From an optimization exercise on the open Yosys and OpenROAD flow, aimed at small area; shortcuts taken in it are not production practice.
The RTL was checked by simulation tests, not by an equivalence proof against the original design.

## flow/design.v

```verilog
`default_nettype none
package brb_pkg;
  localparam int SLOTS_DEF     = 16;
  localparam int CONSUMERS_DEF = 8;
  localparam int DATA_W_DEF    = 16;
  localparam int CNT_W      = 16;
  localparam int CID_W      = 3;
  localparam int SLOTS_CW   = 5;
  localparam int CONS_CW    = 4;
  localparam int APB_AW     = 3;
  localparam int APB_DW     = 32;
  localparam logic [SLOTS_CW-1:0] SLOTS_RST = 5'd16;
  localparam logic [CONS_CW-1:0]  CONS_RST  = 4'd8;
  localparam logic OP_WRITE = 1'b0;
  localparam logic OP_READ  = 1'b1;
  localparam logic REG_SLOTS     = 1'b0;
  localparam logic REG_CONSUMERS = 1'b1;
  typedef enum logic [1:0] {
    ST_DONE        = 2'd0,
    ST_SLOT_BUSY   = 2'd1,
    ST_NOTHING_NEW = 2'd2,
    ST_BAD_ID      = 2'd3
  } status_t;
endpackage
`default_nettype wire
`default_nettype none
module broadcast_ring_buffer #(
  parameter int SLOTS      = brb_pkg::SLOTS_DEF,
  parameter int CONSUMERS  = brb_pkg::CONSUMERS_DEF,
  parameter int DATA_WIDTH = brb_pkg::DATA_W_DEF
) (
  input  wire logic                         clk,
  input  wire logic                         rst,
  input  wire logic                         psel,
  input  wire logic                         penable,
  input  wire logic                         pwrite,
  input  wire logic [brb_pkg::APB_AW-1:0]   paddr,
  input  wire logic [brb_pkg::APB_DW-1:0]   pwdata,
  output logic      [brb_pkg::APB_DW-1:0]   prdata,
  output logic                              pready,
  input  wire logic                         in_valid,
  output logic                              in_stall,
  input  wire logic                         opcode,
  input  wire logic [brb_pkg::CID_W-1:0]    consumer_id,
  input  wire logic [DATA_WIDTH-1:0]        data_in,
  output logic                              out_valid,
  input  wire logic                         out_stall,
  output brb_pkg::status_t                  status,
  output logic      [DATA_WIDTH-1:0]        data_out
);
  localparam int PW  = $clog2(SLOTS);
  localparam int ESW = PW + 1;
  localparam int PCW = $clog2(CONSUMERS + 1);
  localparam int CIW = (CONSUMERS > 1) ? $clog2(CONSUMERS) : 1;
  logic [brb_pkg::SLOTS_CW-1:0] slots_in_use;
  logic [brb_pkg::CONS_CW-1:0]  consumers_in_use;
  logic [DATA_WIDTH-1:0] item_store [SLOTS];
  logic [DATA_WIDTH-1:0] mem_q;
  logic [PCW-1:0]        pending_readers [SLOTS];
  logic [PW-1:0]         write_pointer;
  logic [PW-1:0]         read_pointers [CONSUMERS];
  logic [brb_pkg::CNT_W-1:0]      produced_count;
  logic [brb_pkg::CNT_W-1:0]      consumed_counts [CONSUMERS];
  logic                  rd_ok;
  logic            accept;
  logic            cfg_we;
  logic [ESW-1:0]  eff_slots;
  logic [PCW-1:0]  eff_cons;
  logic [CIW-1:0]  cidx;
  logic [PW-1:0]   rp;
  logic [ESW-1:0]  wp_inc;
  logic [ESW-1:0]  rp_inc;
  logic [PW-1:0]   wp_next;
  logic [PW-1:0]   rp_next;
  logic            do_write;
  logic            do_read;
  brb_pkg::status_t         status_next;
  assign pready = 1'b1;
  assign cfg_we = psel && penable && pwrite && pready;
  always_ff @(posedge clk) begin
    if (rst) begin
      slots_in_use     <= brb_pkg::SLOTS_RST;
      consumers_in_use <= brb_pkg::CONS_RST;
    end else if (cfg_we) begin
      if (paddr[2] == brb_pkg::REG_SLOTS) begin
        slots_in_use <= pwdata[brb_pkg::SLOTS_CW-1:0];
      end else begin
        consumers_in_use <= pwdata[brb_pkg::CONS_CW-1:0];
      end
    end
  end
  always_comb begin
    if (paddr[2] == brb_pkg::REG_CONSUMERS) begin
      prdata = brb_pkg::APB_DW'(consumers_in_use);
    end else begin
      prdata = brb_pkg::APB_DW'(slots_in_use);
    end
  end
  always_comb begin
    if (slots_in_use == '0) begin
      eff_slots = ESW'(1);
    end else if (32'(slots_in_use) > SLOTS) begin
      eff_slots = ESW'(SLOTS);
    end else begin
      eff_slots = ESW'(slots_in_use);
    end
    if (consumers_in_use == '0) begin
      eff_cons = PCW'(1);
    end else if (32'(consumers_in_use) > CONSUMERS) begin
      eff_cons = PCW'(CONSUMERS);
    end else begin
      eff_cons = PCW'(consumers_in_use);
    end
  end
  assign in_stall = out_valid && out_stall;
  assign accept   = in_valid && !in_stall;
  assign cidx     = CIW'(consumer_id);
  assign rp       = read_pointers[cidx];
  assign wp_inc  = {1'b0, write_pointer} + ESW'(1);
  assign rp_inc  = {1'b0, rp} + ESW'(1);
  assign wp_next = (wp_inc >= eff_slots) ? '0 : wp_inc[PW-1:0];
  assign rp_next = (rp_inc >= eff_slots) ? '0 : rp_inc[PW-1:0];
  always_comb begin
    do_write    = 1'b0;
    do_read     = 1'b0;
    status_next = brb_pkg::ST_DONE;
    if (opcode == brb_pkg::OP_WRITE) begin
      if (pending_readers[write_pointer] != '0) begin
        status_next = brb_pkg::ST_SLOT_BUSY;
      end else begin
        do_write = accept;
      end
    end else begin
      if (32'(consumer_id) >= 32'(eff_cons)) begin
        status_next = brb_pkg::ST_BAD_ID;
      end else if (pending_readers[rp] == '0 || consumed_counts[cidx] == produced_count) begin
        status_next = brb_pkg::ST_NOTHING_NEW;
      end else begin
        do_read = accept;
      end
    end
  end
  always_ff @(posedge clk) begin
    if (do_write) begin
      item_store[write_pointer] <= data_in;
    end
    if (do_read) begin
      mem_q <= item_store[rp];
    end
  end
  always_ff @(posedge clk) begin
    if (rst) begin
      for (int i = 0; i < SLOTS; i++) begin
        pending_readers[i] <= '0;
      end
      for (int i = 0; i < CONSUMERS; i++) begin
        read_pointers[i]   <= '0;
        consumed_counts[i] <= '0;
      end
      write_pointer  <= '0;
      produced_count <= '0;
    end else begin
      if (do_write) begin
        pending_readers[write_pointer] <= eff_cons;
        produced_count                 <= produced_count + brb_pkg::CNT_W'(1);
        write_pointer                  <= wp_next;
      end
      if (do_read) begin
        pending_readers[rp]    <= pending_readers[rp] - PCW'(1);
        consumed_counts[cidx]  <= consumed_counts[cidx] + brb_pkg::CNT_W'(1);
        read_pointers[cidx]    <= rp_next;
      end
    end
  end
  always_ff @(posedge clk) begin
    if (rst) begin
      out_valid <= 1'b0;
      rd_ok     <= 1'b0;
      status    <= brb_pkg::ST_DONE;
    end else if (accept) begin
      out_valid <= 1'b1;
      rd_ok     <= do_read;
      status    <= status_next;
    end else if (!out_stall) begin
      out_valid <= 1'b0;
    end
  end
  assign data_out = rd_ok ? mem_q : '0;
endmodule
`default_nettype wire
```

## flow/run.sh

```bash
#!/bin/bash
# synth_recipe.tcl (not shown) runs the flow's synth.tcl, then flattens the netlist and writes it again
# the make line also repeats each setting of config.mk as NAME=value (left out here)
make -C /OpenROAD-flow-scripts/flow DESIGN_CONFIG=/design/flow/config.mk WORK_HOME=/design/flow/orfs CLKGATE_MAP_FILE= SYNTH_SCRIPT=/design/flow/synth_recipe.tcl finish
```

## flow/config.mk

```make
export PLATFORM = sky130hd
export DESIGN_NAME = broadcast_ring_buffer
export DESIGN_NICKNAME = broadcast_ring_buffer
export VERILOG_FILES = /design/flow/design.v
export SDC_FILE = /design/flow/constraint.sdc
export NUM_CORES = 4
export LEC_CHECK = 0
export CAP_MARGIN = 20
export CORE_MARGIN = 3
export CORE_UTILIZATION = 35
export PLACE_DENSITY = 0.5
export SLEW_MARGIN = 20
```

## flow/constraint.sdc

```tcl
create_clock -name core_clock -period 5.0 [get_ports {clk}]
set_input_delay 1.0000 -clock core_clock [delete_from_list [all_inputs] [get_ports {clk}]]
set_output_delay 1.0000 -clock core_clock [all_outputs]
set_load 0.01 [all_outputs]
```

==> out/metrics.cfg <==
[run_status]
status=finished clean

[clock_network]
cts_sinks=533
clkTransAtPathRegs_ns=0.06
cts_resized=0
cts.htree.levels=2
cts_max_path_buffers=3
cts_setup_buffers=0
holdBufCountCts=0
cts_root_buf=clkbuf_16
clkLatencyLatePin_ns=0.64
cts_buffers=59
cts_tree=yes

[die]
num_rows=95
core_um2=67500
die_h_um=268
initial_utilization=0.355
die-area_um2=71600
die_x_um=268
io_pins=115

[drt]
num_vias=16166
drt-total-wl_mm=66.9
first_iter_violations=1257
wire_per_inst_um=21.7
antenna_left=0
avgViaCountPerCell=5.26
drc_errors=0
dr.pass1.iters=5

[sta]
post-route-period-util=0.894
min_period_ns=4.47
timing.fmax_ghz=0.224
max-slew-margin-rel=0.383
worst_slew_pin_slew_ns=0.925
finalClockSkew_ns=0.0526
hold_viol_final=0
slew_violations=0
setup_viol=0
rsz0062_at_grt=false
timing.final.ws_setup_ns=0.532

[synth]
synth_top_flop_cell=edfxtp_1
synth_area_per_cell_um2=11.9
syn_area_um2=23900
synth_top_cell_by_area=edfxtp_1
seq_area_frac_synth=0.653
ys_warn_count=1
async_flop_share=0
synthCells=2007
ys_top_cells_by_area=edfxtp_1 62%, nand2_1 6.0%, nor2_1 4.2%, dfxtp_1 3.1%, nand3_1 2.5%
synth.distinct_cells=74
ys_ff_latch=533
synth_edf_count=496
synth_top_area_share=0.622

[finish]
post-route-cell-area_um2=28300
finish.utilization=0.420
nets=2238
synthToLayoutAreaGrowth_pct=18.4
drive_gt1_frac=0.155

[setup_path]
cp.required_ns=5.45
critPathKind=in -> reg
crit_slowest_cell=mux4_4
crit_chain=clkdlybuf4s50_1 -> buf_4 -> mux2i_1 -> mux4_4 -> inv_4 -> buf_4 -> buf_4 -> ha_1 -> ha_1 -> a21oi_1 -> nor2b_1 -> o21ai_0 -> nand2b_1 -> a21oi_1 -> nand2_1 -> nor2_1
crit_arrival_ns=4.92
slowest_delay_ns=0.69
end_kind=register
startpoint_type=input pin
path_common_cell=buf_4
critPathMaxFanout=11

[power_and_ir_drop]
p_leak_nw=10.2
power.density_nw_per_um2=369
ir_drop_mv=0.253
p_total_mw=10.5

[place]
gp_congestion=0.897
pre_cts_ws_ns=-0.0792
post_dp_cell_area_um2=26400
portBuffers=57
dp.final_hpwl_mm=40.2

[min_path]
min_path_type=reg -> reg

[global_routing]
grt_pass1_vias=15917
grt_max_degree=130
overflow=0
grt_usage=0.186
antenna_found_initial=2
grt_pass1_wl_mm=99.6

[flow_run]
drv_cap=0

cell type report:
type                       count  area [µm²]
tap                          873        1090
timing repair buffer         221        2070
sequential                   533       15600
clock buffer                  77        1540
clock inverter                31         353
inverter                      16        62.6
fill                        6408       39200
multi-input combinational   1324        7580
antenna                        1        2.50
cell usage after synthesis, drive strengths merged (3+ instances only):
cell type and number:
o211ai 6, a221oi 7, clkbuf 69, ha 21
nand3b 5, xor2 26, buf 91, and3 48
o22ai 3, xnor2 18, nor2 276, nor4 14
or4b 3, mux4 16, dfxtp 37, nor2b 6
nand2b 14, and2 21, a21oi 72, inv 15
or3 4, o21ai 11, a22oi 9, mux2 22
nand3 119, a31oi 22, nor3 19, mux2i 44
edfxtp 496, a221o 10, nand4 11, nand2 383
or4 3, a311oi 48
per-stage QoR:
| stage | std cells | hold WS (ns) | TNS [ns] |
|---|---|---|---|
| after floorplan | 2033 | 0.476 | 0 |
| after global placement | 2967 | 0.455 | -2.79 |
| after detailed placement | 2967 | 0.463 | -4.98 |
| after CTS | 3075 | 0.469 | 0 |
| after global routing | 3075 | 0.499 | 0 |
| final | 3076 | 0.462 | 0 |
report_power, final:
part           switching, mW  internal, mW  total (mW)
sequential            0.0406          4.97        5.01
combinational          0.745         0.424        1.17
clock                   1.79          2.49        4.28
layout by cell type (no fill, tap or decap), types with 18 or more instances in the layout:
cell type and instances:
a21oi_1 68, a311oi_1 48, and2_1 21, and3_1 47
buf_12 22, buf_4 142, clkbuf_1 18, clkbuf_16 59
clkdlybuf4s50_1 55, conb_1 28, dfxtp_1 37, edfxtp_1 496
ha_1 21, mux2_2 18, mux2i_1 41, nand2_1 383
nand3_1 119, nor2_1 248, nor2_2 28, nor3_1 19
xnor2_1 18, xor2_1 26
logic make-up (layout without fill, tap and decap cells):
family | after synthesis | after routing | synth area share
other cells | 2 | 29 | 0.000314
flops | 533 | 533 | 0.653
buf+inv | 176 | 345 | 0.0373
xor+xnor | 44 | 44 | 0.0161
simple gates | 936 | 936 | 0.172
mux | 82 | 82 | 0.0448
fa+ha+maj | 21 | 21 | 0.0110
compound gates | 213 | 213 | 0.0657
worst paths after layout:
path	start	end	slack, ns	cells after the start
max	consumer_id[0]	read_pointers[6][1]	0.53	16
min	status[0]	status[0]	0.46	2
max reg2reg	register	pending_readers[13][2]	1.04	10
min reg2reg	status[0]	status[0]	0.46	2
flip-flops by register name, summed over array words and instances, names as in the netlist, named ones only:
| signal | count |
|---|---|
| consumers_in_use | 4 |
| consumed_counts | 128 |
| write_pointer | 4 |
| mem_q | 16 |
| rd_ok | 1 |
| status | 2 |
| item_store | 256 |
| read_pointers | 32 |
| produced_count | 16 |
| slots_in_use | 5 |
| pending_readers | 64 |
| out_valid | 1 |
routing by layer:
metal	routed length, µm	share of wire	vias to the layer above	track usage
met1	30300	0.45	8047	0.262
met5	13	0.00019	-	0
met3	4380	0.066	91	0.0315
met4	1310	0.020	2	0.0476
met2	30900	0.46	501	0.298
li1	-	-	7525	-
worst max-delay path, delay by kind of cell:
family                   cells  cell delay [ns]
adder cells (fa/ha/maj)      2             0.53
buffers and inverters        5             1.16
multiplexers                 2             0.79
AO/OA/AOI/OAI                3             0.73
AND/OR/NAND/NOR              4             0.68

static timing again, ports no longer ideal:
How much do the figures lean on ideal ports? The routed layout below was timed once more, with nothing changed but the port constraints.
Step 1 sets driving cells, clkbuf_16 on the clock port and buf_2 on the other inputs (assumed; they add their load-dependent delay and slew).
Step 2, shift: input delay + t, output delay - t, t = (earliest + latest rising clock arrival at the registers) / 2. This alone moves slack from input paths to output paths.
Three values: ideal ports, drivers, drivers and shift; two values: the first two.
shift t [ns]: 0.682
setup slack, ns: 0.532 / 0.566 / -0.117
clock arrival spread, ns: 0.053 / 0.053
worst register clock-pin slew, ns: 0.06 / 0.06
pins driven straight from the clock port: 1
With both steps, setup timing fails in this run, where it was met with ideal ports. The setup slack of this run moves by +0.034 ns with the drivers and by -0.649 ns with both steps.
